Background: an optimization exercise with open tools, aiming at small area. Do not read the settings as production practice. The RTL was checked by simulation tests, not by an equivalence proof against the original design. Power is estimated from default activity; no workload was simulated.

==> flow/design.v <==
`timescale 1ns/1ps
`default_nettype none
package rv_pipe_pkg;
    typedef logic [32-1:0] word_t;
endpackage
`default_nettype wire
`timescale 1ns/1ps
`default_nettype none
module rv_rdhalf (
    input  logic [3:0]                  hi_i,
    input  logic [7:0]                  lo_i,
    input  logic                        ext_s_i,
    input  logic                        fwd_s_i,
    input  logic [16*(32-1)-1:0] regs_i,    
    input  logic [15:0]                 ext_d_i,
    input  logic [15:0]                 fwd_d_i,
    output logic [15:0]                 data_o
);
    logic [32+1:1] sel;
    for (genvar r = 1; r < 32; r++) begin : g_sel
        assign sel[r] = hi_i[r/8] & lo_i[r%8];
    end
    assign sel[32]   = ext_s_i;
    assign sel[32+1] = fwd_s_i;
    for (genvar i = 0; i < 16; i++) begin : g_bit
        logic [32-1:1] col;
        for (genvar r = 1; r < 32; r++) begin : g_col
            assign col[r] = regs_i[(r-1)*16+i];
        end
        rv_sel33 u_sel (
            .d ({fwd_d_i[i], ext_d_i[i], col}),
            .s (sel),
            .y (data_o[i])
        );
    end
endmodule
module rv_regfile (
    input  logic                        clk_i,
    input  logic                        arst_n_i,
    input  logic                        rd1_en_i,
    input  logic [5-1:0]   rd1_addr_i,
    input  logic                        rd1_ext_s_i,
    input  logic                        rd1_fwd_i,    
    input  logic [32-1:0]         rd1_ext_d_i,
    input  logic                        rd2_en_i,
    input  logic [5-1:0]   rd2_addr_i,
    input  logic                        rd2_ext_s_i,
    input  logic                        rd2_fwd_i,
    input  logic [32-1:0]         rd2_ext_d_i,
    input  logic                        clr_i,      
    input  logic [5-1:0]   clr_addr_i,  
    input  logic                        we_i,       
    input  logic [5-1:0]   waddr_i,
    input  logic [32-1:0]         wdata_i,
    output logic [32-1:0]         rd1_data_o,
    output logic [32-1:0]         rd2_data_o
);
    logic [32-1:0] regs [1:32-1];
    logic [32-1:1] clr, set;
    logic [3:0]             hi1, hi2;
    logic [7:0]             lo1, lo2;
    logic [16*(32-1)-1:0] half [0:1];
    for (genvar k = 0; k < 4; k++) begin : g_hi
        assign hi1[k] = rd1_en_i && rd1_addr_i[4:3] == k;
        assign hi2[k] = rd2_en_i && rd2_addr_i[4:3] == k;
    end
    for (genvar k = 0; k < 8; k++) begin : g_lo
        assign lo1[k] = rd1_addr_i[2:0] == k;
        assign lo2[k] = rd2_addr_i[2:0] == k;
    end
    for (genvar r = 1; r < 32; r++) begin : g_reg
        logic [32-1:0] nxt;
        assign clr[r] = !arst_n_i || (clr_i && clr_addr_i == r);
        assign set[r] = we_i && waddr_i == r && !clr[r];
        for (genvar i = 0; i < 32; i++) begin : g_b
            rv_rfbit u_b (.q (regs[r][i]), .c (!clr[r]), .s (set[r]), .w (wdata_i[i]),
                          .y (nxt[i]));
        end
        always_ff @(posedge clk_i) begin
            regs[r] <= nxt;
        end
        assign half[0][(r-1)*16 +: 16] = regs[r][15:0];
        assign half[1][(r-1)*16 +: 16] = regs[r][31:16];
    end
    for (genvar h = 0; h < 2; h++) begin : g_half
        rv_rdhalf u_rd1 (
            .hi_i    (hi1),
            .lo_i    (lo1),
            .ext_s_i (rd1_ext_s_i),
            .fwd_s_i (rd1_fwd_i),
            .regs_i  (half[h]),
            .ext_d_i (rd1_ext_d_i[16*h +: 16]),
            .fwd_d_i (wdata_i[16*h +: 16]),
            .data_o  (rd1_data_o[16*h +: 16])
        );
        rv_rdhalf u_rd2 (
            .hi_i    (hi2),
            .lo_i    (lo2),
            .ext_s_i (rd2_ext_s_i),
            .fwd_s_i (rd2_fwd_i),
            .regs_i  (half[h]),
            .ext_d_i (rd2_ext_d_i[16*h +: 16]),
            .fwd_d_i (wdata_i[16*h +: 16]),
            .data_o  (rd2_data_o[16*h +: 16])
        );
    end
endmodule
`default_nettype wire
`timescale 1ns/1ps
`default_nettype none
module rv_decode (
    input  logic        clk_i,
    input  logic        arst_n_i,
    input  logic        inst_valid_i,
    input  logic [31:0] inst_addr_i,
    input  logic [31:0] inst_i,
    output logic        we_o,        
    output logic        is_op_o,     
    output logic        is_u_o,      
    output logic        is_pc_o,     
    output logic [24:0] fld_o,       
    output logic [31:0] pc_o,
    output logic        fwd1_o,      
    output logic        fwd2_o       
);
    logic [6:0] opc;
    logic [2:0] f3;
    logic [6:0] f7;
    logic       f7_base, f7_alt;
    logic       ok;
    assign opc     = inst_i[6:0];
    assign f3      = inst_i[14:12];
    assign f7      = inst_i[31:25];
    assign f7_base = (f7 == 7'b0000000);
    assign f7_alt  = (f7 == 7'b0100000);
    always_comb begin
        case (opc)
            7'b0010011:   ok = (f3 == 3'b001) ? f7_base :
                               (f3 == 3'b101) ? (f7_base | f7_alt) : 1'b1;
            7'b0110011:   ok = f7_base | (f7_alt & (f3 == 3'b000 | f3 == 3'b101));
            7'b0110111:   ok = 1'b1;
            7'b0010111: ok = 1'b1;
            default:      ok = 1'b0;
        endcase
    end
    logic rd_nz, fwd1_d, fwd2_d;
    assign rd_nz  = fld_o[4:0] != 5'd0;
    assign fwd1_d = we_o & rd_nz & ~opc[2] & (inst_i[19:15] == fld_o[4:0]);
    assign fwd2_d = we_o & rd_nz & opc[5] & opc[4] & ~opc[2] & (inst_i[24:20] == fld_o[4:0]);
    always_ff @(posedge clk_i or negedge arst_n_i) begin
        if (!arst_n_i) begin
            we_o   <= 1'b0;
            fwd1_o <= 1'b0;
            fwd2_o <= 1'b0;
        end else begin
            we_o   <= inst_valid_i & ok;
            fwd1_o <= fwd1_d;
            fwd2_o <= fwd2_d;
        end
    end
    always_ff @(posedge clk_i) begin
        is_op_o <= opc[5] & opc[4] & ~opc[2];
        is_u_o  <= opc[2];
        is_pc_o <= ~opc[5];
        fld_o   <= inst_i[31:7];
        pc_o    <= inst_addr_i;
    end
endmodule
`default_nettype wire
`timescale 1ns/1ps
`default_nettype none
module rv_alu_gp (
    input  logic [31:0] a_i,
    input  logic [31:0] b_i,
    input  logic        inv_i,
    output logic [31:0] g_o,
    output logic [31:0] p_o
);
    logic [31:0] x;
    assign x   = b_i ^ {32{inv_i}};
    assign g_o = a_i & x;
    assign p_o = a_i ^ x;
endmodule
module rv_alu_bk (
    input  logic [31:0] g_i,
    input  logic [31:0] p_i,
    input  logic        cin_i,
    output logic [31:0] c_o
);
    logic [31:0] G [0:5];
    logic [31:0] P [0:5];
    logic [31:0] Gf;
    always_comb begin
        G[0] = g_i;
        P[0] = p_i;
        G[0][0] = g_i[0] | (p_i[0] & cin_i);
        for (int l = 1; l <= 5; l++) begin
            G[l] = G[l-1];
            P[l] = P[l-1];
            for (int i = 0; i < 32; i++) begin
                if ((i + 1) % (1 << l) == 0) begin
                    G[l][i] = G[l-1][i] | (P[l-1][i] & G[l-1][i - (1 << (l-1))]);
                    P[l][i] = P[l-1][i] & P[l-1][i - (1 << (l-1))];
                end
            end
        end
        Gf = G[5];
        for (int l = 4; l >= 1; l--) begin
            for (int i = 0; i < 32; i++) begin
                if ((i + 1) % (1 << l) == (1 << (l-1)) && i >= (1 << l)) begin
                    Gf[i] = G[l-1][i] | (P[l-1][i] & Gf[i - (1 << (l-1))]);
                end
            end
        end
        c_o = Gf;
    end
endmodule
module rv_alu_shift (
    input  logic [31:0] a_i,
    input  logic [3:0]  sh_i,
    input  logic        left_i,
    input  logic        fill_i,
    output logic [31:0] y_o
);
    logic [31:0] x [1:4];
    logic        fill_n;
    logic        s_a, s_b, s_c, s_d;    
    assign fill_n = ~fill_i;
    assign s_a = ~left_i & ~sh_i[0];
    assign s_b = ~left_i &  sh_i[0];
    assign s_c =  left_i & ~sh_i[0];
    assign s_d =  left_i &  sh_i[0];
    for (genvar i = 0; i < 31; i++) begin : g_a
        logic n3, n1;
        rv_aoi222 u_a (
            .a1 (a_i[i]),      .a2 (s_a),
            .b1 (a_i[i+1]),    .b2 (s_b),
            .c1 (a_i[31-i]),   .c2 (s_c),
            .y  (n3)
        );
        rv_nand2 u_d (.a (a_i[30-i]), .b (s_d), .y (n1));
        rv_and2  u_y (.a (n3), .b (n1), .y (x[1][i]));
    end
    rv_aoi222 u_a31 (
        .a1 (a_i[31]), .a2 (s_a),
        .b1 (fill_i),  .b2 (s_b),
        .c1 (a_i[0]),  .c2 (s_c),
        .y  (x[1][31])
    );
    for (genvar k = 1; k < 4; k++) begin : g_st
        for (genvar i = 0; i < 32; i++) begin : g_b
            if (i + (1 << k) < 32) begin : g_in
                rv_mux2i u_m (.a (x[k][i]), .b (x[k][i + (1 << k)]), .s (sh_i[k]),
                              .y (x[k+1][i]));
            end else begin : g_fill
                rv_mux2i u_m (.a (x[k][i]), .b ((k % 2 == 1) ? fill_n : fill_i), .s (sh_i[k]),
                              .y (x[k+1][i]));
            end
        end
    end
    assign y_o = x[4];
endmodule
module rv_alu_res_lo (
    input  logic sum_i, r0_i, r1_i, l0_i, p_i, g_i,
    input  logic s_add_i, s_r0_i, s_r1_i, s_l0_i, s_p_i, s_g_i,
    output logic y_o
);
    logic n0, n1;
    rv_aoi222 u_0 (.a1 (sum_i), .a2 (s_add_i), .b1 (r0_i), .b2 (s_r0_i),
                   .c1 (r1_i), .c2 (s_r1_i), .y (n0));
    rv_aoi222 u_1 (.a1 (l0_i), .a2 (s_l0_i), .b1 (p_i), .b2 (s_p_i),
                   .c1 (g_i), .c2 (s_g_i), .y (n1));
    rv_nand2 u_y (.a (n0), .b (n1), .y (y_o));
endmodule
module rv_alu_res_hi (
    input  logic sum_i, r0_i, l0_i, l1_i, p_i, g_i,
    input  logic s_add_i, s_r0_i, s_l0_i, s_l1_i, s_p_i, s_g_i,
    input  logic fill_sel_n_i,
    output logic y_o
);
    logic n0, n1;
    rv_aoi222 u_0 (.a1 (sum_i), .a2 (s_add_i), .b1 (r0_i), .b2 (s_r0_i),
                   .c1 (l0_i), .c2 (s_l0_i), .y (n0));
    rv_aoi222 u_1 (.a1 (l1_i), .a2 (s_l1_i), .b1 (p_i), .b2 (s_p_i),
                   .c1 (g_i), .c2 (s_g_i), .y (n1));
    rv_nand3 u_y (.a (n0), .b (n1), .c (fill_sel_n_i), .y (y_o));
endmodule
module rv_alu_res0 (
    input  logic sum_i, r0_i, r1_i, l0_i, p_i, g_i,
    input  logic s_add_i, s_r0_i, s_r1_i, s_l0_i, s_p_i, s_g_i,
    input  logic co_i,      
    input  logic lt1_i,     
    input  logic lt0_i,     
    output logic y_o
);
    logic n0, n1, n2;
    rv_aoi222 u_0 (.a1 (sum_i), .a2 (s_add_i), .b1 (r0_i), .b2 (s_r0_i),
                   .c1 (r1_i), .c2 (s_r1_i), .y (n0));
    rv_aoi222 u_1 (.a1 (l0_i), .a2 (s_l0_i), .b1 (p_i), .b2 (s_p_i),
                   .c1 (g_i), .c2 (s_g_i), .y (n1));
    rv_mux2i u_2 (.a (lt0_i), .b (lt1_i), .s (co_i), .y (n2));
    rv_nand3 u_y (.a (n0), .b (n1), .c (n2), .y (y_o));
endmodule
module rv_execute (
    input  logic [2:0]  f3_i,
    input  logic        alt_i,     
    input  logic [31:0] op1_i,
    input  logic [31:0] op2_i,
    output logic [31:0] result_o
);
    logic        sub, fill;
    logic [31:0] g, p, c, sum, sh;
    logic        lt1, lt0;
    logic        s_add, s_sll, s_sr, s_p, s_g, s_slt, s_sltu;
    logic        s_r0, s_r1, s_l0, s_l1, fill_sel_n;
    assign sub = alt_i | (f3_i[2:1] == 2'b01);
    rv_alu_gp u_gp (.a_i (op1_i), .b_i (op2_i), .inv_i (sub), .g_o (g), .p_o (p));
    rv_alu_bk u_bk (.g_i (g), .p_i (p), .cin_i (sub), .c_o (c));
    assign sum = p ^ {c[30:0], sub};
    assign lt1 = s_slt & ~p[31];
    assign lt0 = (s_slt & p[31]) | s_sltu;
    assign fill = alt_i & op1_i[31];
    rv_alu_shift u_sh (
        .a_i    (op1_i),
        .sh_i   (op2_i[3:0]),
        .left_i (~f3_i[2]),
        .fill_i (fill),
        .y_o    (sh)
    );
    assign s_add  = (f3_i == 3'b000);
    assign s_sll  = (f3_i == 3'b001);
    assign s_slt  = (f3_i == 3'b010);
    assign s_sltu = (f3_i == 3'b011);
    assign s_sr   = (f3_i == 3'b101);
    assign s_p    = (f3_i == 3'b100) | (f3_i == 3'b110);
    assign s_g    = (f3_i == 3'b111) | (f3_i == 3'b110);
    assign s_r0       = s_sr & ~op2_i[4];
    assign s_r1       = s_sr & op2_i[4];
    assign s_l0       = s_sll & ~op2_i[4];
    assign s_l1       = s_sll & op2_i[4];
    assign fill_sel_n = ~(s_r1 & fill);
    rv_alu_res0 u_res0 (
        .sum_i (sum[0]), .r0_i (sh[0]), .r1_i (sh[16]), .l0_i (sh[31]),
        .p_i (p[0]), .g_i (g[0]),
        .s_add_i (s_add), .s_r0_i (s_r0), .s_r1_i (s_r1), .s_l0_i (s_l0),
        .s_p_i (s_p), .s_g_i (s_g),
        .co_i (c[31]), .lt1_i (lt1), .lt0_i (lt0),
        .y_o (result_o[0])
    );
    for (genvar i = 1; i < 16; i++) begin : g_lo
        rv_alu_res_lo u_res (
            .sum_i (sum[i]), .r0_i (sh[i]), .r1_i (sh[i+16]), .l0_i (sh[31-i]),
            .p_i (p[i]), .g_i (g[i]),
            .s_add_i (s_add), .s_r0_i (s_r0), .s_r1_i (s_r1), .s_l0_i (s_l0),
            .s_p_i (s_p), .s_g_i (s_g),
            .y_o (result_o[i])
        );
    end
    for (genvar i = 16; i < 32; i++) begin : g_hi
        rv_alu_res_hi u_res (
            .sum_i (sum[i]), .r0_i (sh[i]), .l0_i (sh[31-i]), .l1_i (sh[47-i]),
            .p_i (p[i]), .g_i (g[i]),
            .s_add_i (s_add), .s_r0_i (s_r0), .s_l0_i (s_l0), .s_l1_i (s_l1),
            .s_p_i (s_p), .s_g_i (s_g),
            .fill_sel_n_i (fill_sel_n),
            .y_o (result_o[i])
        );
    end
endmodule
`default_nettype wire
`timescale 1ns/1ps
`default_nettype none
module rv_retire (
    input  logic                        clk_i,
    input  logic                        arst_n_i,
    input  logic                        we_i,
    input  logic [5-1:0]   waddr_i,
    input  logic [32-1:0]         wdata_i,
    output logic                        wb_we_o,
    output logic [5-1:0]   wb_waddr_o,
    output logic [32-1:0]         wb_wdata_o
);
    always_ff @(posedge clk_i or negedge arst_n_i) begin
        if (!arst_n_i) wb_we_o <= 1'b0;
        else           wb_we_o <= we_i;
    end
    always_ff @(posedge clk_i) begin
        wb_waddr_o <= waddr_i;
        wb_wdata_o <= wdata_i;
    end
endmodule
`default_nettype wire
`timescale 1ns/1ps
`default_nettype none
module rv_aoi222 (
    input  logic a1, a2, b1, b2, c1, c2,
    output logic y
);
    assign y = ~((a1 & a2) | (b1 & b2) | (c1 & c2));
endmodule
module rv_nand4 (
    input  logic a, b, c, d,
    output logic y
);
    assign y = ~(a & b & c & d);
endmodule
module rv_nand3 (
    input  logic a, b, c,
    output logic y
);
    assign y = ~(a & b & c);
endmodule
module rv_rfbit (
    input  logic q, c, s, w,
    output logic y
);
    assign y = (q & c) | (s & w);
endmodule
module rv_and2 (
    input  logic a, b,
    output logic y
);
    assign y = a & b;
endmodule
module rv_nand2 (
    input  logic a, b,
    output logic y
);
    assign y = ~(a & b);
endmodule
module rv_a2111o (
    input  logic a1, a2, b1, c1, d1,
    output logic y
);
    assign y = (a1 & a2) | b1 | c1 | d1;
endmodule
module rv_sel32 (
    input  logic [31:0] d,
    input  logic [31:0] s,
    output logic        y
);
    logic [9:0] n;
    logic       n30, x0, x1, x2;
    for (genvar k = 0; k < 10; k++) begin : g_aoi
        rv_aoi222 u_aoi (
            .a1 (d[3*k]),   .a2 (s[3*k]),
            .b1 (d[3*k+1]), .b2 (s[3*k+1]),
            .c1 (d[3*k+2]), .c2 (s[3*k+2]),
            .y  (n[k])
        );
    end
    rv_nand2 u_n30 (.a (d[30]), .b (s[30]), .y (n30));
    rv_nand4 u_x0 (.a (n[0]), .b (n[1]), .c (n[2]), .d (n[3]), .y (x0));
    rv_nand4 u_x1 (.a (n[4]), .b (n[5]), .c (n[6]), .d (n[7]), .y (x1));
    rv_nand3 u_x2 (.a (n[8]), .b (n[9]), .c (n30), .y (x2));
    rv_a2111o u_or (.a1 (d[31]), .a2 (s[31]), .b1 (x0), .c1 (x1), .d1 (x2), .y (y));
endmodule
`default_nettype wire
`default_nettype none
module rv_mux2i (
    input  logic a, b, s,
    output logic y
);
    assign y = ~(s ? b : a);
endmodule
`default_nettype wire
`default_nettype none
module rv_or3 (
    input  logic a, b, c,
    output logic y
);
    assign y = a | b | c;
endmodule
module rv_sel33 (
    input  logic [32:0] d,
    input  logic [32:0] s,
    output logic        y
);
    logic [10:0] n;
    logic        x0, x1, x2;
    for (genvar k = 0; k < 11; k++) begin : g_aoi
        rv_aoi222 u_aoi (
            .a1 (d[3*k]),   .a2 (s[3*k]),
            .b1 (d[3*k+1]), .b2 (s[3*k+1]),
            .c1 (d[3*k+2]), .c2 (s[3*k+2]),
            .y  (n[k])
        );
    end
    rv_nand4 u_x0 (.a (n[0]), .b (n[1]), .c (n[2]),  .d (n[3]), .y (x0));
    rv_nand4 u_x1 (.a (n[4]), .b (n[5]), .c (n[6]),  .d (n[7]), .y (x1));
    rv_nand3 u_x2 (.a (n[8]), .b (n[9]), .c (n[10]), .y (x2));
    rv_or3   u_or (.a (x0), .b (x1), .c (x2), .y (y));
endmodule
`default_nettype wire
`timescale 1ns/1ps
`default_nettype none
module rv_pipe (
    input  logic                        clk_i,
    input  logic                        arst_n_i,
    input  logic                        inst_valid_i,
    input  logic [32-1:0]         inst_addr_i,
    input  logic [32-1:0]         inst_i,
    output logic                        wb_we_o,
    output logic [5-1:0]   wb_waddr_o,
    output logic [32-1:0]         wb_wdata_o
);
    logic        we, is_op, is_u, is_pc, fwd1, fwd2;
    logic [24:0] fld;
    logic [31:0] pc;
    logic [4:0]  rd, rs1, rs2;
    logic [2:0]  f3;
    logic        alt;
    logic [31:0] rdata1, rdata2, op1, op2, imm, result;
    rv_decode u_decode (
        .clk_i        (clk_i),
        .arst_n_i     (arst_n_i),
        .inst_valid_i (inst_valid_i),
        .inst_addr_i  (inst_addr_i),
        .inst_i       (inst_i),
        .we_o         (we),
        .is_op_o      (is_op),
        .is_u_o       (is_u),
        .is_pc_o      (is_pc),
        .fld_o        (fld),
        .pc_o         (pc),
        .fwd1_o       (fwd1),
        .fwd2_o       (fwd2)
    );
    assign rd  = fld[4:0];
    assign rs1 = fld[12:8];
    assign rs2 = fld[17:13];
    assign f3  = is_u ? 3'b000 : fld[7:5];
    assign alt = is_op ? fld[23] : (!is_u && fld[7:5] == 3'b101 && fld[23]);
    assign imm = is_u ? {fld[24:5], 12'd0} : {{20{fld[24]}}, fld[24:13]};
    rv_regfile u_regfile (
        .clk_i      (clk_i),
        .arst_n_i   (arst_n_i),
        .rd1_en_i    (~is_u),
        .rd1_addr_i  (rs1),
        .rd1_ext_s_i (is_u & is_pc),
        .rd1_fwd_i   (fwd1),
        .rd1_ext_d_i (pc),
        .rd2_en_i    (is_op),
        .rd2_addr_i  (rs2),
        .rd2_ext_s_i (~is_op),
        .rd2_fwd_i   (fwd2),
        .rd2_ext_d_i (imm),
        .clr_i       (we),
        .clr_addr_i  (rd),
        .we_i        (wb_we_o),
        .waddr_i     (wb_waddr_o),
        .wdata_i     (wb_wdata_o),
        .rd1_data_o (rdata1),
        .rd2_data_o (rdata2)
    );
    assign op1 = rdata1;
    assign op2 = rdata2;
    rv_execute u_execute (
        .f3_i     (f3),
        .alt_i    (alt),
        .op1_i    (op1),
        .op2_i    (op2),
        .result_o (result)
    );
    rv_retire u_retire (
        .clk_i      (clk_i),
        .arst_n_i   (arst_n_i),
        .we_i       (we),
        .waddr_i    (rd),
        .wdata_i    (result),
        .wb_we_o    (wb_we_o),
        .wb_waddr_o (wb_waddr_o),
        .wb_wdata_o (wb_wdata_o)
    );
endmodule
`default_nettype wire
==> flow/flow/run.sh <==
#!/bin/bash
# Layout: the standard ORFS flow (standard.sh) with three changes:
#  - clock tree: clkbuf_4 clock buffers, sink clusters of at most 9 within
#    40 um, and no dummy loads,
#  - port buffers: buf_1 instead of the default delay buffer,
#  - before global placement, weak gates driving many loads get the next
#    drive strength (flow/upsize_hf.tcl), which saves buffers.
# make's output goes to flow.log; ORFS writes each step's log under orfs/logs.
set -euo pipefail
here=$(pwd)
bash standard.sh \
  "CTS_ARGS=-sink_clustering_enable -repair_clock_nets -dont_use_dummy_load -buf_list sky130_fd_sc_hd__clkbuf_4 -sink_clustering_size 9 -sink_clustering_max_diameter 40" \
  "BUFFER_PORTS_ARGS=-buffer_cell sky130_fd_sc_hd__buf_1" \
  "PRE_GLOBAL_PLACE_TCL=$here/flow/upsize_hf.tcl" \
  finish > flow.log 2>&1
==> flow/flow/upsize_hf.tcl <==
# Before global placement: a logic gate (not a flip-flop or buffer) that
# drives 10 or more loads and has the smallest drive of its family is given
# the next drive strength up, so that fewer buffers are needed on the
# register file's select, clear and set lines.
set n 0
set db [ord::get_db]
set block [ord::get_db_block]
foreach inst [$block getInsts] {
  set m [[$inst getMaster] getName]
  if {![regexp {^(sky130_fd_sc_hd__[a-z0-9]+)_([01])$} $m -> fam sz]} { continue }
  if {[regexp {__(df|edf|sdf|dl|buf|clkbuf|conb|tap|fill|decap|inv|clkinv)} $fam]} { continue }
  set to ${fam}_2
  if {[$db findMaster $to] eq "NULL"} { continue }
  set fo 0
  foreach it [$inst getITerms] {
    if {[$it isOutputSignal]} {
      set net [$it getNet]
      if {$net ne "NULL"} { foreach x [$net getITerms] { if {[$x isInputSignal]} { incr fo } } }
    }
  }
  if {$fo >= 10} {
    replace_cell [$inst getName] $to
    incr n
  }
}
puts "upsize_hf: resized $n gates"
==> flow/standard.sh <==
#!/bin/bash
# synth_recipe.tcl (not shown) runs the flow's synth.tcl, then flattens the netlist and writes it again
# the make line also repeats each setting of config.mk as NAME=value (left out here)
make -C /OpenROAD-flow-scripts/flow DESIGN_CONFIG=/design/flow/config.mk WORK_HOME=/design/flow/orfs CLKGATE_MAP_FILE= SYNTH_SCRIPT=/design/flow/synth_recipe.tcl "${@:-finish}"
==> flow/config.mk <==
export PLATFORM = sky130hd
export DESIGN_NAME = rv_pipe
export DESIGN_NICKNAME = rv_pipe
export VERILOG_FILES = /design/flow/design.v
export SDC_FILE = /design/flow/constraint.sdc
export NUM_CORES = 8
export LEC_CHECK = 0
export CAP_MARGIN = 20
export CORE_MARGIN = 2
export CORE_UTILIZATION = 50
export PLACE_DENSITY = 0.65
export SETUP_SLACK_MARGIN = 0.2
export SLEW_MARGIN = 20
export SYNTH_HIERARCHICAL = 1
==> flow/constraint.sdc <==
create_clock -name core_clock -period 6.5 [get_ports {clk_i}]
set_input_delay 1.3000 -clock core_clock [delete_from_list [all_inputs] [get_ports {clk_i}]]
set_output_delay 1.3000 -clock core_clock [all_outputs]
set_load 0.01 [all_outputs]
==> results.ini, run 1 <==
[synthesis]
synthCells=3895
async_flop_share_pct=0.366
synthesis.nets=3994
synth_ff_type=dfxtp_1
ys_seq_elements=1093
synth_area_mm2=0.0455
ys_seq_area_share_pct=48.1
yosysWarnings=18
ys_types=64
syn-mean-instance-area_um2=11.7
synth-edff-count=0

[detailed_routing]
vias_per_cell=8.46
vias=46200
wl_mm=215
drt-initial-drc-count=13500
avgRoutedWirePerCell_um=39.5
first_pass_iters=23
route.detailed.drc=0
antenna_left=0

[clocking]
cts-buffers-inserted=162
clock_latency_ps=1170
clock_path_buffers=3
cts-root-buf=clkbuf_4
cts_hold_buf=0
htreeDepth=4
cts_tree=done
cts.sinks=1093
cts_resized=0
cts.clk_slew.worst_paths_ps=90
post_cts_buffers=0

[critical_path]
path_buf_inv=0
crit_top_cell=a21o_1
startpoint_type=flip-flop
cp-end-kind=flip-flop
path_cells=and3b_1 > and2_2 > a222oi_1 > nand4_1 > or3_2 > xor2_1 > ha_1 > a21o_1 > a31o_1 > a211o_2 > a31oi_4 > o21ai_1 > a21o_1 > a21o_1 > a21o_1 > xor2_1 > a222oi_1 > nand3_1
slowest_stage=a222oi_1
criticalPathCategory=flip-flop to flip-flop
max_stage_delay_ps=730
critPathTopFamily=compound AO/OA/AOI/OAI gates
critPathMaxFanout=16
cp_data_required_time_ps=7470
cp.arrival_ps=7190

[sta]
rsz0062_at_grt=no
worst_slew_pin_slew_ps=1240
fmaxAchievable_mhz=161
fin_skew_ps=129
slew-limit-headroom_pct=15.1
timing.setup.tns_ps=0
finalCriticalPeriod_ps=6230
slew_viol_final=0
hold_viol_final=0
finalSetupViolations=0
finalCritPeriodShare_pct=95.8

[floorplanning]
ioPinCount=105
initial_core_util_pct=50.5
dieArea_mm2=0.0935
num_rows=110
die_height_um=306
core_mm2=0.0901
die_w_um=306

[status]
outcome=finished clean

[global_routing]
overflow=0
grt_pass1_wl_mm=305
globalRouteTotalUtil_pct=43.9
antenna_found_initial=14
grt_pass1_vias=41900
grt_max_degree=44

[power]
ir_worst_vdd_mv=0.157
leakage_nw=18.5
power.density_mw_per_mm2=236
finalPower_mw=11.9

[placed_design]
gp_congestion=1.08
port_buffers=104
dpl.hpwl_mm=133

[layout]
fin_util_pct=56.1
syn_to_final_growth_pct=11.0
nFillCells=7801
final_nets=4368
drive_above_1_share_pct=12.4

[flow_run]
max_cap_violations=0

[worst_hold_path]
hp-class=primary input to flip-flop

worst register-to-register path: stages (launching register included):
cell and delay (ps):
dfxtp_1 550, and3b_1 500, and2_2 460, a222oi_1 730, nand4_1 310, or3_2 590
xor2_1 160, ha_1 360, a21o_1 200, a31o_1 220, a211o_2 410, a31oi_4 210
o21ai_1 170, a21o_1 240, a21o_1 210, a21o_1 190, xor2_1 160, a222oi_1 350
nand3_1 130
flip-flops by register name, indices dropped and copies added (netlist names):
| signal | cells |
|---|---|
| u_decode.fld_o | 25 |
| u_decode.fwd1_o | 1 |
| u_decode.fwd2_o | 1 |
| u_decode.is_op_o | 1 |
| u_decode.is_pc_o | 1 |
| u_decode.is_u_o | 1 |
| u_decode.pc_o | 32 |
| u_decode.we_o | 1 |
| u_regfile.regs | 992 |
| u_retire.wb_waddr_o | 5 |
| u_retire.wb_wdata_o | 32 |
| u_retire.wb_we_o | 1 |
metrics by stage:
| stage | std cells | area (um2) | setup slack, ps | hold WS (ps) |
|---|---|---|---|---|
| finish | 5455 | 50600 | 274 | 218 |
| global route | 5449 | 50500 | 248 | 182 |
| CTS | 5437 | 50400 | 609 | 151 |
| detailed placement | 5275 | 49200 | 575 | 492 |
| global placement | 5272 | 49100 | 412 | 487 |
| floorplan | 3895 | 45500 | 965 | 452 |
where the power goes:
group,internal [mW],switching [mW]
Combinational,0.386,1.07
Sequential,6.76,0.254
Clock,1.14,2.33
metal layers:
layer	share of wire [%]	wire (um)	global-route usage (%)
met1	37	80200	59.5
met2	39	84600	60.2
met3	16	34600	14.2
met4	7.3	15700	26.4
met5	0.031	66	0
cell families after synthesis:
family	after synthesis	synth area share (%)
simple gates	644	8.29
mux	98	2.16
xor+xnor	75	1.44
fa+ha+maj	32	0.879
compound gates	1915	38.7
flops	1093	48.1
buf+inv	38	0.481
modules after synthesis, one instance, submodules excluded, a selection:
module	cell area [um2]	copies in the design	flops+latches	cells
rv_regfile	20800	1	992	1130
rv_decode	1510	1	63	95
rv_retire	766	1	38	38
rv_alu_gp	752	1	0	68
rv_alu_bk	532	1	0	81
rv_execute	383	1	0	50
rv_pipe	313	1	0	65
rv_rdhalf	194	4	0	31
rv_alu_shift	30.0	1	0	5
rv_mux2i	10.0	97	0	1
rv_rfbit	8.76	992	0	1
rv_or3	6.26	64	0	1
rv_nand4	6.26	128	0	1
rv_and2	6.26	31	0	1
rv_nand3	5.00	81	0	1
rv_nand2	3.75	46	0	1
layout by cell type (no fill, tap or decap), types with 5 or more instances in the layout:
master and instances:
nand2_1 100, and2_1 37, a222oi_1 800, nand2b_1 5, or3_1 61, xnor2_1 7
a211oi_4 31, and2_2 127, nand4_1 132, a22o_1 992, ha_1 32, a21o_1 25
nor2b_1 17, o21ai_0 5, dfxtp_1 1089, inv_1 9, diode_2 12, nand3_1 85
a21oi_1 14, mux2i_1 97, xor2_1 68, buf_1 103, a21boi_4 31, buf_4 128
clkbuf_4 162, nor3b_2 5, nor2_1 8, and3b_1 5
path summary, 6_finish.rpt:
check / start / endpoint / slack, ps / cells after the start
min in group asynchronous: arst_n_i / u_decode.fwd2_o / 320 / 1
setup / recovery: u_decode.fld_o[15] / u_retire.wb_wdata_o[19] / 270 / 18
hold reg to reg: u_regfile.regs[30][6] / u_regfile.regs[30][6] / 520 / 1
setup reg to reg: u_decode.fld_o[15] / u_retire.wb_wdata_o[19] / 270 / 18
max in group asynchronous: arst_n_i / u_retire.wb_we_o / 5580 / 1
hold / removal: inst_addr_i[1] / u_decode.pc_o[1] / 220 / 1
Yosys cell counts, types with 32 or more instances:
library cell	n	share of area [%]
a222oi_1	800	18
a22o_1	992	19
and2_1	163	2.2
dfxtp_1	1089	48
ha_1	32	0.88
mux2i_1	97	2.1
nand2_1	101	0.83
nand3_1	85	0.93
nand4_1	132	1.8
or3_1	64	0.88
xor2_1	68	1.3
layout make-up:
class                           instances  area (um2)  share of cell area, %
Antenna cell                           12        30.0                 0.0594
Clock buffer                          162        1220                   2.41
Inverter                               11        41.3                 0.0817
Multi-Input combinational cell       2764       24400                   48.3
Sequential cell                      1093       21900                   43.3
Tap cell                             1176        1470                   2.91
Timing Repair Buffer                  237        1460                   2.89
==> inputs of run 2 (changes only) <==
--- a/flow/config.mk
+++ b/flow/config.mk
@@ -8,6 +8,6 @@
 export CAP_MARGIN = 20
 export CORE_MARGIN = 2
-export CORE_UTILIZATION = 50
-export PLACE_DENSITY = 0.65
+export CORE_UTILIZATION = 60
+export PLACE_DENSITY = 0.72
 export SETUP_SLACK_MARGIN = 0.2
 export SLEW_MARGIN = 20
==> run 2 against run 1 <==
Effect of this change:
- critical path type unchanged
- first-iteration DRC count grew 5.4%
- worst setup slack better by 87 ps
- clock power decreased by 3%
- core utilization is 10 points higher
- highest routed layer unchanged
==> results.ini, run 2 <==
[status]
outcome=finished clean

[detailed_routing]
route.detailed.drc=0
vias=46900
first_pass_iters=23
wl_mm=206
avgRoutedWirePerCell_um=39.3
vias_per_cell=8.94
drt-initial-drc-count=14200
antenna_left=0

[sta]
finalCritPeriodShare_pct=94.4
timing.setup.tns_ps=0
worst_slew_pin_slew_ps=1280
fmaxAchievable_mhz=163
slew-limit-headroom_pct=14.6
finalSetupViolations=0
slew_viol_final=0
rsz0062_at_grt=no
fin_skew_ps=161
hold_viol_final=0
finalCriticalPeriod_ps=6140

[synthesis]
synth_commonest_cells=1089 x dfxtp_1, 992 x a22o_1, 800 x a222oi_1, 163 x and2_1, 132 x nand4_1
async_flop_share_pct=0.366
synthMostInstantiatedCell=dfxtp_1
synthCells=3895
synth_area_leader_cell=dfxtp_1
synthesis.nets=3994
synth_area_leaders=dfxtp_1 48%, a22o_1 19%, a222oi_1 18%
synth-edff-count=0
ys_types=64
post-synth-top-area-fraction_pct=47.9
syn-mean-instance-area_um2=11.7
synth_area_mm2=0.0455
ys_seq_area_share_pct=48.1
synth_ff_type=dfxtp_1
yosysWarnings=18
ys_seq_elements=1093

[floorplanning]
num_rows=101
die_w_um=280
dieArea_mm2=0.0781
ioPinCount=105
die_height_um=280
core_mm2=0.0756
initial_core_util_pct=60.3

[global_routing]
globalRouteTotalUtil_pct=50.0
grt_pass1_vias=42200
grt_util_met1_pct=67.2
grt_pass1_wl_mm=292
use_met2_pct=66.9
grt_max_degree=44
use_met3_pct=18.8
antenna_found_initial=16
top_usage_layer=met1
overflow=0

[critical_path]
slowest_stage=nand4_1
worstReg2RegEnd=u_retire.wb_wdata_o[31]
cp-end-kind=flip-flop
criticalPathCategory=flip-flop to flip-flop
rr_startpoint=u_decode.fld_o[14]
cp_data_required_time_ps=7390
path_buf_inv=0
rr_worst_depth=17
cp.arrival_ps=7020
path_cells=and3b_1 > and2_2 > a222oi_1 > nand4_1 > or3_1 > xor2_1 > ha_1 > nand4_1 > o21ai_0 > a211oi_1 > a21oi_2 > a221o_1 > a31oi_4 > o21bai_1 > xor2_1 > a222oi_1 > nand3_1
critPathTopFamily=compound AO/OA/AOI/OAI gates
startpoint_type=flip-flop
max_stage_delay_ps=580
critPathMaxFanout=16
reg2reg_slack_ps=360

[clocking]
post_cts_buffers=0
cts.clk_slew.worst_paths_ps=100
cts_hold_buf=0
htreeDepth=4
cts_tree=done
clock_path_buffers=3
cts-buffers-inserted=156
cts.sinks=1093
cts-root-buf=clkbuf_4
cts_resized=0
clock_latency_ps=1130

[power]
seqPwrFrac_pct=59.4
pwr-share-clk_pct=28.6
p_int_mw=8.24
comb_power_share_pct=12.0
ir_worst_vdd_mv=0.173
power.density_mw_per_mm2=235
sw_frac_of_total_pct=30.4
leakage_nw=18.4
netSwitchingPower_mw=3.59
finalPower_mw=11.8

[worst_hold_path]
hold_depth=1
hp-class=primary input to flip-flop
hold_end=u_decode.pc_o[29]
hold_path.startpoint=inst_addr_i[29]

[flow_run]
max_cap_violations=0

[layout]
drive_above_1_share_pct=12.2
layout_commonest_cell=dfxtp_1
reg_top3=u_regfile.regs: 992 flops, u_decode.pc_o: 32 flops, u_retire.wb_wdata_o: 32 flops
largest_reg_flops=992
top_register=u_regfile.regs
syn_to_final_growth_pct=10.3
final_nets=4357
most-common-layout-cells=1089 x dfxtp_1, 992 x a22o_1, 800 x a222oi_1, 156 x clkbuf_4, 132 x nand4_1

[placed_design]
dpl.hpwl_mm=129
gp_congestion=1.09
port_buffers=104

-- run 2: per-layer routing --
metal / vias to the layer above / share of wire, %
met2: 5038 / 38
met3: 1057 / 17
met1: 22300 / 36
met5: - / 0.052
met4: 10 / 8.3
li1: 18500 / -
-- run 2: Yosys stat by module (local to each module, per instance), a selection --
module        flops+latches  cells  times used  cell area [um2]
rv_nand4                  0      1         128             6.26
rv_pipe                   0     65           1              313
rv_execute                0     50           1              383
rv_rfbit                  0      1         992             8.76
rv_nand3                  0      1          81             5.00
rv_alu_bk                 0     81           1              532
rv_alu_shift              0      5           1             30.0
rv_mux2i                  0      1          97             10.0
rv_decode                63     95           1             1510
rv_regfile              992   1130           1            20800
rv_or3                    0      1          64             6.26
rv_alu_gp                 0     68           1              752
rv_nand2                  0      1          46             3.75
rv_retire                38     38           1              766
rv_and2                   0      1          31             6.26
-- run 2: kinds of logic after synthesis --
logic type | synth area share [%]
xor+xnor | 1.44
compound gates | 38.7
simple gates | 8.29
flops | 48.1
fa+ha+maj | 0.879
mux | 2.16
buf+inv | 0.481
-- run 2: cell type report --
cell class                 count  area, um2
fill                        6064      25300
multi-input combinational   2764      24400
sequential                  1093      21900
timing repair buffer         232       1460
tap                          978       1220
clock buffer                 156       1170
inverter                      11       41.3
antenna                        8       20.0
-- run 2: worst max-delay path by stage --
stage                                   from                      end  slack, ps  cells after the start
after CTS                 u_decode.fld_o[14]  u_retire.wb_wdata_o[31]        760                     18
final                     u_decode.fld_o[14]  u_retire.wb_wdata_o[31]        360                     17
after detailed placement  u_decode.fld_o[14]  u_retire.wb_wdata_o[31]        740                     18
after global routing       u_decode.fld_o[9]  u_retire.wb_wdata_o[31]        310                     17
after floorplan             u_decode.is_op_o  u_retire.wb_wdata_o[31]        960                     18
after global placement    u_decode.fld_o[14]  u_retire.wb_wdata_o[31]        500                     18
-- run 2: worst reg2reg max path: cells and delay by family (launching register included) --
| kind | cells | cell delay (ps) |
|---|---|---|
| adders and majority gates | 1 | 400 |
| and+or+nand+nor | 6 | 2410 |
| xor gates and xnor gates | 2 | 290 |
| AOI/OAI and AO/OA | 8 | 2440 |
| DFF | 1 | 500 |
-- run 2: metrics by stage --
step,std cells,util (%),cell area [um2],worst slack (ps),hold slack [ps]
floorplan,3895,-,45500,965,452
global placement,5069,64.6,48800,500,488
detailed placement,5073,64.7,48900,742,493
CTS,5229,66.3,50100,763,288
global route,5238,66.4,50200,312,307
finish,5242,66.5,50200,361,304
-- run 2: power groups by stage --
| stage | Sequential [mW] | Combinational (mW) | Clock [mW] |
|---|---|---|---|
| final | 7.03 | 1.42 | 3.38 |
| after global routing | 7.03 | 1.45 | 3.62 |
| after CTS | 7.01 | 1.33 | 3.35 |
| after detailed placement | 7.16 | 1.33 | 0 |
| after global placement | 7.16 | 1.32 | 0 |
| after floorplan | 7.22 | 0.544 | 0 |
==> inputs of run 3 (changes only) <==
--- a/flow/design.v
+++ b/flow/design.v
@@ -10,4 +10,5 @@
     input  logic [3:0]                  hi_i,
     input  logic [7:0]                  lo_i,
+    input  logic [32-1:1]      vld_i,
     input  logic                        ext_s_i,
     input  logic                        fwd_s_i,
@@ -19,5 +20,5 @@
     logic [32+1:1] sel;
     for (genvar r = 1; r < 32; r++) begin : g_sel
-        assign sel[r] = hi_i[r/8] & lo_i[r%8];
+        assign sel[r] = hi_i[r/8] & lo_i[r%8] & vld_i[r];
     end
     assign sel[32]   = ext_s_i;
@@ -57,4 +58,5 @@
 );
     logic [32-1:0] regs [1:32-1];
+    logic [32-1:1] vld;
     logic [32-1:1] clr, set;
     logic [3:0]             hi1, hi2;
@@ -71,6 +73,10 @@
     for (genvar r = 1; r < 32; r++) begin : g_reg
         logic [32-1:0] nxt;
-        assign clr[r] = !arst_n_i || (clr_i && clr_addr_i == r);
+        assign clr[r] = clr_i && clr_addr_i == r;
         assign set[r] = we_i && waddr_i == r && !clr[r];
+        always_ff @(posedge clk_i or negedge arst_n_i) begin
+            if (!arst_n_i)   vld[r] <= 1'b0;
+            else if (clr[r]) vld[r] <= 1'b1;
+        end
         for (genvar i = 0; i < 32; i++) begin : g_b
             rv_rfbit u_b (.q (regs[r][i]), .c (!clr[r]), .s (set[r]), .w (wdata_i[i]),
@@ -87,4 +93,5 @@
             .hi_i    (hi1),
             .lo_i    (lo1),
+            .vld_i   (vld),
             .ext_s_i (rd1_ext_s_i),
             .fwd_s_i (rd1_fwd_i),
@@ -97,4 +104,5 @@
             .hi_i    (hi2),
             .lo_i    (lo2),
+            .vld_i   (vld),
             .ext_s_i (rd2_ext_s_i),
             .fwd_s_i (rd2_fwd_i),
==> run 3 against run 2 <==
Effect of this change:
- core utilization fell by 0.80 points
- power rose by 2.0%
- flip-flop and latch count grew 31
- area after synthesis grew 2.0%
- routed wire length up 3.5%
- worst setup slack got worse by 100 ps
- die area rose by 2.0%
- count of clock-buffer cells in the layout increased by 3
- global-route usage grew 1.4 points
- first-iteration DRC count down 9.4%
- largest cell class unchanged
==> results.ini, run 3 <==
[clocking]
cts-buffers-inserted=159
cts-root-buf=clkbuf_4
clock_path_buffers=3
clock_latency_ps=1120
cts.sinks=1124
cts.clk_slew.worst_paths_ps=100
htreeDepth=4
cts_tree=done
post_cts_buffers=0

[critical_path]
cp.arrival_ps=7070
path_cells=nor3b_1 > and3_2 > a222oi_1 > nand4_1 > or3_1 > xor2_1 > ha_1 > a21o_1 > a31o_1 > a211o_2 > a31oi_4 > o21ai_1 > a21o_1 > a21o_1 > a21o_1 > xor2_1 > a222oi_1 > nand3_1
startpoint_type=flip-flop
cp-end-kind=flip-flop
cp_data_required_time_ps=7330
max_stage_delay_ps=1080
criticalPathCategory=flip-flop to flip-flop
slowest_stage=nor3b_1
crit_top_cell=a21o_1
critPathMaxFanout=16

[global_routing]
grt_pass1_wl_mm=302
overflow=0
globalRouteTotalUtil_pct=51.3
grt_max_degree=37
antenna_found_initial=15
grt_pass1_vias=42300

[layout]
layout_commonest_cell=dfxtp_1
top_register=u_regfile.regs
reg_top3=u_regfile.regs: 992 flops, u_decode.pc_o: 32 flops, u_retire.wb_wdata_o: 32 flops
postLayoutCellArea_mm2=0.0506
largest_reg_flops=992
nFillCells=6213
most-common-layout-cells=1089 x dfxtp_1, 992 x a22o_1, 800 x a222oi_1, 159 x clkbuf_4, 132 x nand4_1
final_nets=4381
stdcell_count=5336
fin_util_pct=65.7
drive_above_1_share_pct=11.3
syn_to_final_growth_pct=8.88

[sta]
finalSetupViolations=0
worst_slack_ps=261
rsz0062_at_grt=no
worst_slew_pin_slew_ps=1310
finalCriticalPeriod_ps=6240
slew-limit-headroom_pct=12.3
fmaxAchievable_mhz=160
fin_hold_ws_ps=311
hold_viol_final=0
fin_skew_ps=162
timing.setup.tns_ps=0
slew_viol_final=0
finalCritPeriodShare_pct=96.0

[detailed_routing]
avgRoutedWirePerCell_um=40.0
vias_per_cell=8.88
route.detailed.drc=0
drt-initial-drc-count=12900
vias=47400
wl_mm=213
antenna_left=0
first_pass_iters=22

[worst_hold_path]
hp-class=primary input to flip-flop

[synthesis]
async_flop_share_pct=3.11
synth_area_leaders=dfxtp_1 47%, a22o_1 19%, a222oi_1 17%
synthesis.nets=4055
synth_ff_type=dfxtp_1
ys_types=66
ys_seq_area_share_pct=48.8
synth-edff-count=0
synth_area_mm2=0.0465
ys_seq_elements=1124
post-synth-top-area-fraction_pct=46.9
synthMostInstantiatedCell=dfxtp_1
synth_commonest_cells=1089 x dfxtp_1, 992 x a22o_1, 800 x a222oi_1, 134 x nand2_1, 132 x nand4_1
yosysWarnings=18
synthCells=3956
syn-mean-instance-area_um2=11.7
synth_area_leader_cell=dfxtp_1

[placed_design]
port_buffers=104
dpl.hpwl_mm=139
dp_slack_ps=705
dp_cells=5160
gp_congestion=1.19
dpl_cell_area_mm2=0.0494

[floorplanning]
initial_core_util_pct=60.3
die_height_um=282
core_mm2=0.0771
die_w_um=282
ioPinCount=105
num_rows=102
dieArea_mm2=0.0797

[power]
leakage_nw=19.2
power.density_mw_per_mm2=238
finalPower_mw=12.1
ir_worst_vdd_mv=0.183

[flow_run]
max_cap_violations=0

[status]
outcome=finished clean

## run 3: changes by cell type in the layout (fill, tap and decap cells not counted), moves of 7 or more
| cell | change |
|---|---|
| a2111oi_4 | +7 |
| diode_2 | +8 |
| a21boi_4 | -28 |
| buf_4 | -30 |
| and3_2 | +124 |
| nand2_2 | +31 |
| and2_2 | -123 |
| a21o_1 | +31 |
| a211oi_4 | -7 |
| dfrtp_1 | +31 |
## run 3: path summary, 6_finish.rpt
kind,startpoint,to,slack (ps),cells after the start
max,u_decode.fld_o[14],u_retire.wb_wdata_o[19],260,18
min,inst_addr_i[6],u_decode.pc_o[6],310,1
max reg2reg,u_decode.fld_o[14],u_retire.wb_wdata_o[19],260,18
min reg2reg,u_decode.fld_o[0],u_retire.wb_waddr_o[0],500,0
max in group asynchronous,arst_n_i,u_regfile.vld[28],5410,1
min in group asynchronous,arst_n_i,u_decode.we_o,370,1
## run 3: report_power, final
group	switching, mW	leakage, nW	total (mW)	internal, mW
combinational	1.05	9.12	1.42	0.373
clock	2.34	0.732	3.46	1.12
sequential	0.173	9.29	7.18	7.01
total	3.57	19.2	12.1	8.50
## run 3: modules after synthesis, one instance, submodules excluded, a selection
module | flip-flops and latches | cell area (um2)
rv_rdhalf | 0 | 194
rv_aoi222 | 0 | 10.0
rv_decode | 63 | 1510
rv_alu_bk | 0 | 532
rv_or3 | 0 | 6.26
rv_nand3 | 0 | 5.00
rv_alu_gp | 0 | 752
rv_alu_shift | 0 | 30.0
rv_retire | 38 | 766
rv_and2 | 0 | 6.26
## run 3: logic make-up (layout without fill, tap and decap cells)
| kind of cell | after synthesis | count (layout) | synth area share, % |
|---|---|---|---|
| compound gates | 1915 | 1915 | 37.9 |
| xor+xnor | 75 | 75 | 1.41 |
| fa+ha+maj | 32 | 32 | 0.861 |
| buf+inv | 43 | 367 | 0.573 |
| flops | 1124 | 1124 | 48.8 |
| mux | 98 | 98 | 2.12 |
| other cells | 0 | 16 | 0 |
| simple gates | 669 | 669 | 8.30 |
## run 3: final cells by class
cell class	instances	area, um2	share of cell area, %
Antenna cell	16	40.0	0.0791
Clock buffer	159	1190	2.36
Inverter	11	41.3	0.0816
Multi-Input combinational cell	2789	24300	47.9
Sequential cell	1124	22700	44.8
Tap cell	1040	1300	2.57
Timing Repair Buffer	197	1090	2.16
## run 3: timing repair
item / CTS / global route
hold buffers: 0 / 0
setup endpoints to repair: 0 / 1
resized for setup: 0 / 1
endpoints found under the hold margin: 0 / 0
## run 3: worst max-delay path, delay by kind of cell, from the launching register on
kind            cells  cell delay, ps
flops               1             500
simple gates        5            2460
fa+ha+maj           1             300
xor+xnor            2             330
compound gates     10            2440
## run 3: routing by layer
| metal | up-vias | wire (um) | global-route usage, % |
|---|---|---|---|
| met4 | 8 | 20700 | 39.5 |
| met1 | 22600 | 75100 | 66.8 |
| met3 | 1105 | 34600 | 18.0 |
| met2 | 4908 | 83000 | 69.1 |
| li1 | 18700 | - | - |
| met5 | - | 53 | 0 |
==> inputs of run 4 (changes only) <==
--- a/flow/config.mk
+++ b/flow/config.mk
@@ -8,6 +8,6 @@
 export CAP_MARGIN = 20
 export CORE_MARGIN = 2
-export CORE_UTILIZATION = 60
-export PLACE_DENSITY = 0.72
+export CORE_UTILIZATION = 50
+export PLACE_DENSITY = 0.65
 export SETUP_SLACK_MARGIN = 0.2
 export SLEW_MARGIN = 20
==> run 4 against run 3 <==
Effect of this change:
- sequential power is 0.7% higher
- clock power is 3% higher
- die area is 20% higher
- first-iteration DRC count is 10% lower
==> results.ini, run 4 <==
[status]
outcome=finished clean

[floorplanning]
dieArea_mm2=0.0954
initial_core_util_pct=50.6
num_rows=111
die_height_um=309
core_mm2=0.0919
die_w_um=309
ioPinCount=105

[synthesis]
post-synth-top-area-fraction_pct=46.9
ys_seq_area_share_pct=48.8
synth_area_mm2=0.0465
ys_types=66
async_flop_share_pct=3.11
ys_seq_elements=1124
synth_area_leaders=dfxtp_1 47%, a22o_1 19%, a222oi_1 17%
synthesis.nets=4055
synth_commonest_cells=1089 x dfxtp_1, 992 x a22o_1, 800 x a222oi_1, 134 x nand2_1, 132 x nand4_1
syn-mean-instance-area_um2=11.7
synthCells=3956
synth_ff_type=dfxtp_1
synth_area_leader_cell=dfxtp_1
synthMostInstantiatedCell=dfxtp_1
yosysWarnings=18
synth-edff-count=0

[critical_path]
path_cells=and3b_1 > and3_2 > a222oi_1 > nand4_1 > or3_1 > xor2_1 > ha_1 > a21oi_1 > o21a_1 > o21ai_0 > a211oi_1 > a21oi_2 > a221o_1 > a31oi_4 > o21bai_1 > xor2_1 > a222oi_1 > nand3_1
cp-end-kind=flip-flop
slowest_stage=a222oi_1
critPathTopFamily=compound AO/OA/AOI/OAI gates
cp_data_required_time_ps=7470
path_buf_inv=0
cp.arrival_ps=6870
reg2reg_slack_ps=600
startpoint_type=flip-flop
critPathMaxFanout=16
criticalPathCategory=flip-flop to flip-flop
max_stage_delay_ps=620

[clocking]
clock_path_buffers=3
cts_hold_buf=0
cts-buffers-inserted=165
cts.sinks=1124
cts_tree=done
cts-root-buf=clkbuf_4
cts.clk_slew.worst_paths_ps=100
htreeDepth=4
clock_latency_ps=1130
post_cts_buffers=0
cts_resized=0

[sta]
finalCritPeriodShare_pct=90.8
slew_viol_final=0
fmaxAchievable_mhz=169
finalCriticalPeriod_ps=5900
timing.setup.tns_ps=0
fin_skew_ps=124
finalSetupViolations=0
hold_viol_final=0
rsz0062_at_grt=no
slew-limit-headroom_pct=21.9
worst_slew_pin_slew_ps=1170

[detailed_routing]
first_pass_iters=17
antenna_left=0
wl_mm=212
route.detailed.drc=0
vias_per_cell=8.35
avgRoutedWirePerCell_um=38.3
vias=46300
drt-initial-drc-count=11600

[layout]
top_register=u_regfile.regs
reg_top3=u_regfile.regs: 992 flops, u_decode.pc_o: 32 flops, u_retire.wb_wdata_o: 32 flops
most-common-layout-cells=1074 x dfxtp_1, 992 x a22o_1, 800 x a222oi_1, 165 x clkbuf_4, 132 x nand4_1
largest_reg_flops=992
nFillCells=8151
final_nets=4385
fin_util_pct=55.4
layout_commonest_cell=dfxtp_1
drive_above_1_share_pct=11.7
syn_to_final_growth_pct=9.53

[global_routing]
overflow=0
grt_pass1_vias=42000
grt_max_degree=36
antenna_found_initial=7
globalRouteTotalUtil_pct=42.9
grt_pass1_wl_mm=302

[placed_design]
gp_congestion=1.07
port_buffers=104
dpl.hpwl_mm=138

[flow_run]
max_cap_violations=0

[worst_hold_path]
hp-class=primary input to flip-flop

[power]
leakage_nw=19.2
power.density_mw_per_mm2=239
ir_worst_vdd_mv=0.160

-- run 4: per-layer routing --
layer / vias up / part of all wire [%] / global-route usage, %
met5: - / 0.023 / 0.404
met4: 2 / 8.1 / 29.2
met3: 789 / 13 / 10.5
met2: 4233 / 41 / 60.5
met1: 22500 / 38 / 57.7
li1: 18700 / - / -
-- run 4: Yosys stat by module, one instance, submodules excluded, a selection --
| module | cells inside | copies in the design | cell area (um2) | flops+latches |
|---|---|---|---|---|
| rv_decode | 95 | 1 | 1510 | 63 |
| rv_alu_bk | 81 | 1 | 532 | 0 |
| rv_alu_gp | 68 | 1 | 752 | 0 |
| rv_or3 | 1 | 64 | 6.26 | 0 |
| rv_alu_shift | 5 | 1 | 30.0 | 0 |
| rv_regfile | 1191 | 1 | 21800 | 1023 |
| rv_mux2i | 1 | 97 | 10.0 | 0 |
| rv_aoi222 | 1 | 800 | 10.0 | 0 |
-- run 4: where the power goes --
group | internal [mW] | switching [mW]
Combinational | 0.371 | 1.02
Clock | 1.16 | 2.40
Sequential | 7.01 | 0.213
-- run 4: area by class of cell --
class                           count  area (um2)  area share [%]
Multi-Input combinational cell   2789       24300            47.7
Antenna cell                       16        40.0          0.0786
Clock buffer                      165        1240            2.43
Inverter                           11        41.3          0.0811
Sequential cell                  1124       22700            44.6
Timing Repair Buffer              195        1070            2.11
Tap cell                         1243        1560            3.05
-- run 4: cells by family after synthesis --
family,count (synthesis),share of synthesized area [%]
XOR/XNOR,75,1.41
buffers and inverters,43,0.573
multiplexers,98,2.12
flip-flops,1124,48.8
adder cells (fa/ha/maj),32,0.861
AND/OR/NAND/NOR,669,8.30
AO/OA/AOI/OAI,1915,37.9
-- run 4: path summary, 6_finish.rpt --
check / to / cells after the start / from
worst min-delay path: u_decode.pc_o[29] / 1 / inst_addr_i[29]
worst max register to register: u_retire.wb_wdata_o[31] / 18 / u_decode.fld_o[13]
worst max-delay path: u_retire.wb_wdata_o[31] / 18 / u_decode.fld_o[13]
worst min register to register: u_regfile.regs[31][21] / 1 / u_retire.wb_wdata_o[21]
min in group asynchronous: u_decode.fwd1_o / 1 / arst_n_i
max in group asynchronous: u_regfile.vld[11] / 1 / arst_n_i
-- run 4: worst reg2reg max path, cell delays in order, from the launching register on --
cell	delay [ps]
dfxtp_1	470
and3b_1	430
and3_2	450
a222oi_1	640
nand4_1	300
or3_1	460
xor2_1	290
ha_1	360
a21oi_1	190
o21a_1	140
o21ai_0	220
a211oi_1	370
a21oi_2	140
a221o_1	420
a31oi_4	230
o21bai_1	90
xor2_1	140
a222oi_1	340
nand3_1	110
-- run 4: metrics by stage --
| stage | power (mW) | hold WS, ps | area (um2) | instances | setup WS, ps |
|---|---|---|---|---|---|
| after floorplan | 8.02 | 421 | 46500 | 3956 | 918 |
| after detailed placement | 8.70 | 493 | 49600 | 5361 | 885 |
| after global routing | 12.5 | 202 | 50900 | 5534 | 533 |
| final | 12.2 | 257 | 50900 | 5543 | 596 |
| after CTS | 12.1 | 163 | 50900 | 5526 | 883 |
| after global placement | 8.71 | 487 | 49600 | 5361 | 886 |
==> inputs of run 5 (changes only) <==
==> flow/flow/run.sh (replaced) <==
#!/bin/bash
# Layout: the standard ORFS flow (standard.sh) with two changes:
#  - clock tree: clkbuf_4 clock buffers, sink clusters of at most 9 within
#    40 um, and no dummy loads,
#  - port buffers: buf_1 instead of the default delay buffer.
# make's output goes to flow.log; ORFS writes each step's log under orfs/logs.
set -euo pipefail
bash standard.sh \
  "CTS_ARGS=-sink_clustering_enable -repair_clock_nets -dont_use_dummy_load -buf_list sky130_fd_sc_hd__clkbuf_4 -sink_clustering_size 9 -sink_clustering_max_diameter 40" \
  "BUFFER_PORTS_ARGS=-buffer_cell sky130_fd_sc_hd__buf_1" \
  finish > flow.log 2>&1
removed: flow/flow/upsize_hf.tcl
==> run 5 against run 4 <==
Effect of this change:
- still clean
- clock power barely moved
- hold slack got worse by 240 ps
- first-iteration DRC count rose by 14%
- clock skew fell by 1.0 ps
- cell area rose by 0.59%
- combinational power barely moved
- global-route usage rose by 0.45 points
- core utilization rose by 0.33 points
- critical path depth did not move
- sequential power fell by 0.7%
- die area did not move
- register-to-register slack got worse by 400 ps
- critical endpoint unchanged
==> results.ini, run 5 <==
[placed_design]
port_buffers=104
gp_congestion=1.09
dpl.hpwl_mm=146

[global_routing]
overflow=0
antenna_found_initial=9
grt_pass1_wl_mm=305
grt_pass1_vias=42300
globalRouteTotalUtil_pct=43.3
grt_max_degree=37

[layout]
reg_top3=u_regfile.regs: 992 flops, u_decode.pc_o: 32 flops, u_retire.wb_wdata_o: 32 flops
largest_reg_flops=992
layout_commonest_cell=dfxtp_1
syn_to_final_growth_pct=10.2
final_nets=4467
nFillCells=8092
most-common-layout-cells=1085 x dfxtp_1, 992 x a22o_1, 800 x a222oi_1, 171 x buf_4, 166 x clkbuf_4
fin_util_pct=55.7
drive_above_1_share_pct=9.76
top_register=u_regfile.regs

[synthesis]
synth_area_leader_cell=dfxtp_1
post-synth-top-area-fraction_pct=46.9
synthCells=3956
syn-mean-instance-area_um2=11.7
synthesis.nets=4055
ys_types=66
synth_commonest_cells=1089 x dfxtp_1, 992 x a22o_1, 800 x a222oi_1, 134 x nand2_1, 132 x nand4_1
ys_seq_area_share_pct=48.8
synthMostInstantiatedCell=dfxtp_1
synth_area_mm2=0.0465
ys_seq_elements=1124
synth_area_leaders=dfxtp_1 47%, a22o_1 19%, a222oi_1 17%
async_flop_share_pct=3.11
yosysWarnings=18
synth_ff_type=dfxtp_1
synth-edff-count=0

[critical_path]
path_cells=and3_1 > and3_1 > a222oi_1 > nand4_1 > or3_1 > ha_1 > a21oi_1 > o21a_1 > o21ai_0 > buf_4 > a211oi_1 > a21oi_2 > a221o_1 > a31oi_4 > o21bai_1 > xor2_1 > a222oi_1 > nand3_1
startpoint_type=flip-flop
criticalPathCategory=flip-flop to flip-flop
critPathMaxFanout=16
max_stage_delay_ps=700
cp_data_required_time_ps=7490
slowest_stage=a222oi_1
critPathTopFamily=compound AO/OA/AOI/OAI gates
path_buf_inv=1
cp-end-kind=flip-flop
cp.arrival_ps=7290

[clocking]
htreeDepth=4
post_cts_buffers=0
clock_latency_ps=1200
cts-buffers-inserted=166
cts_tree=done
cts-root-buf=clkbuf_4
clock_path_buffers=3
cts.clk_slew.worst_paths_ps=90
cts.sinks=1124

[sta]
finalSetupViolations=0
fin_skew_ps=123
fmaxAchievable_mhz=159
finalCritPeriodShare_pct=97.0
slew_viol_final=0
timing.setup.tns_ps=0
slew-limit-headroom_pct=20.5
rsz0062_at_grt=no
finalCriticalPeriod_ps=6300
hold_viol_final=0
worst_slew_pin_slew_ps=1160

[floorplanning]
die_height_um=309
die_w_um=309
ioPinCount=105
dieArea_mm2=0.0954
num_rows=111
initial_core_util_pct=50.6
core_mm2=0.0919

[detailed_routing]
route.detailed.drc=0
vias_per_cell=8.31
drt-initial-drc-count=13100
vias=46700
wl_mm=215
avgRoutedWirePerCell_um=38.3
antenna_left=0
first_pass_iters=17

[power]
ir_worst_vdd_mv=0.170
leakage_nw=19.6
power.density_mw_per_mm2=238

[status]
outcome=finished clean

[flow_run]
max_cap_violations=0

[worst_hold_path]
hp-class=primary input to asynchronous set/reset pin

-- run 5: cell counts after synthesis --
No cell type changed its count.
-- run 5: Yosys stat by module (local to each module, per instance), a selection --
module        flip-flops and latches  copies in the design  cell area [um2]  cells
rv_decode                         63                     1             1510     95
rv_retire                         38                     1              766     38
rv_alu_shift                       0                     1             30.0      5
rv_mux2i                           0                    97             10.0      1
rv_rfbit                           0                   992             8.76      1
rv_nand2                           0                    46             3.75      1
rv_alu_bk                          0                     1              532     81
rv_pipe                            0                     1              313     65
-- run 5: metrics by stage --
step	power, mW	hold slack, ps	cell area, um2	setup slack [ps]	cells
CTS	12.1	152	51100	273	5608
detailed placement	8.69	452	49900	250	5442
floorplan	8.02	421	46500	918	3956
finish	12.2	20.5	51200	197	5619
global placement	8.69	448	49900	343	5442
global route	12.5	24.3	51200	205	5612
-- run 5: power breakdown --
group	total (mW)	internal [mW]	leakage (nW)	switching, mW
registers	7.18	7.01	9.30	0.172
logic	1.42	0.377	9.54	1.04
clock network	3.57	1.17	0.764	2.41
-- run 5: cell type report --
class,instances,area (um2),area share (%)
diodes,10,25.0,0.0489
clock buffers,166,1250,2.43
inverters,11,41.3,0.0806
multi-input cells,2789,24000,46.8
flip-flops and latches,1124,22700,44.3
well taps,1243,1560,3.04
repair buffers,276,1700,3.31
-- run 5: timing repair --
item,in CTS,in global routing
setup endpoints to repair,1,8
gates cloned,0,0
pin swaps,0,4
resized for setup,1,21
hold buffers,0,0
-- run 5: routing by layer --
metal,vias to the layer above,global-route usage (%),share of wire [%],routed length [um]
met5,-,0,0.039,84
met2,4340,60.8,40,86200
met1,22600,58.1,37,80500
li1,18900,-,-,-
met4,8,30.7,8.8,19000
met3,868,10.7,14,29500
-- run 5: worst paths after layout --
check,start,end,slack (ps),depth (start not counted)
worst min-delay path,arst_n_i,u_decode.fwd1_o,20,1
min in group core_clock,inst_addr_i[6],u_decode.pc_o[6],190,1
max in group asynchronous,arst_n_i,u_regfile.vld[10],5940,2
worst min register to register,u_retire.wb_wdata_o[14],u_regfile.regs[31][14],480,1
worst max register to register,u_decode.fld_o[10],u_retire.wb_wdata_o[31],200,18
worst max-delay path,u_decode.fld_o[10],u_retire.wb_wdata_o[31],200,18
-- run 5: kinds of logic after synthesis --
group / share of synthesized area, %
flops: 48.8
simple gates: 8.30
buf+inv: 0.573
mux: 2.12
fa+ha+maj: 0.861
xor+xnor: 1.41
compound gates: 37.9

==> afterwards: timing with drivers on the ports <==
The flow's constraints put no driver on any port. The routed layouts listed below were extracted and timed again, unchanged, in two steps.
Step 1: set_driving_cell puts a clkbuf_16 on clk_i and a buf_2 on each other input, an assumption about the parent block.
Step 2 times the ports against the registers' clock, not the clock port: input delays grow and output delays shrink by t, the midpoint of the rising clock arrivals with the driver on.
a / b / c = ideal ports / drivers / drivers and shift; a / b = the first two.
run | t, ns | setup slack, ns | hold slack, ns | worst setup path after step 2
run 1 | 1.173 | 0.274 / 0.274 / 0.274 | 0.218 / 0.176 / 0.517 | register to register
run 2 | 1.121 | 0.361 / 0.361 / 0.361 | 0.304 / 0.254 / 0.517 | register to register
run 3 | 1.113 | 0.261 / 0.261 / 0.261 | 0.311 / 0.262 / 0.503 | register to register
run 4 | 1.140 | 0.596 / 0.596 / 0.596 | 0.257 / 0.207 / 0.465 | register to register
run 5 | 1.217 | 0.197 / 0.197 / 0.197 | 0.020 / -0.029 / 0.477 | register to register
After both steps setup and hold are still met in every run listed.
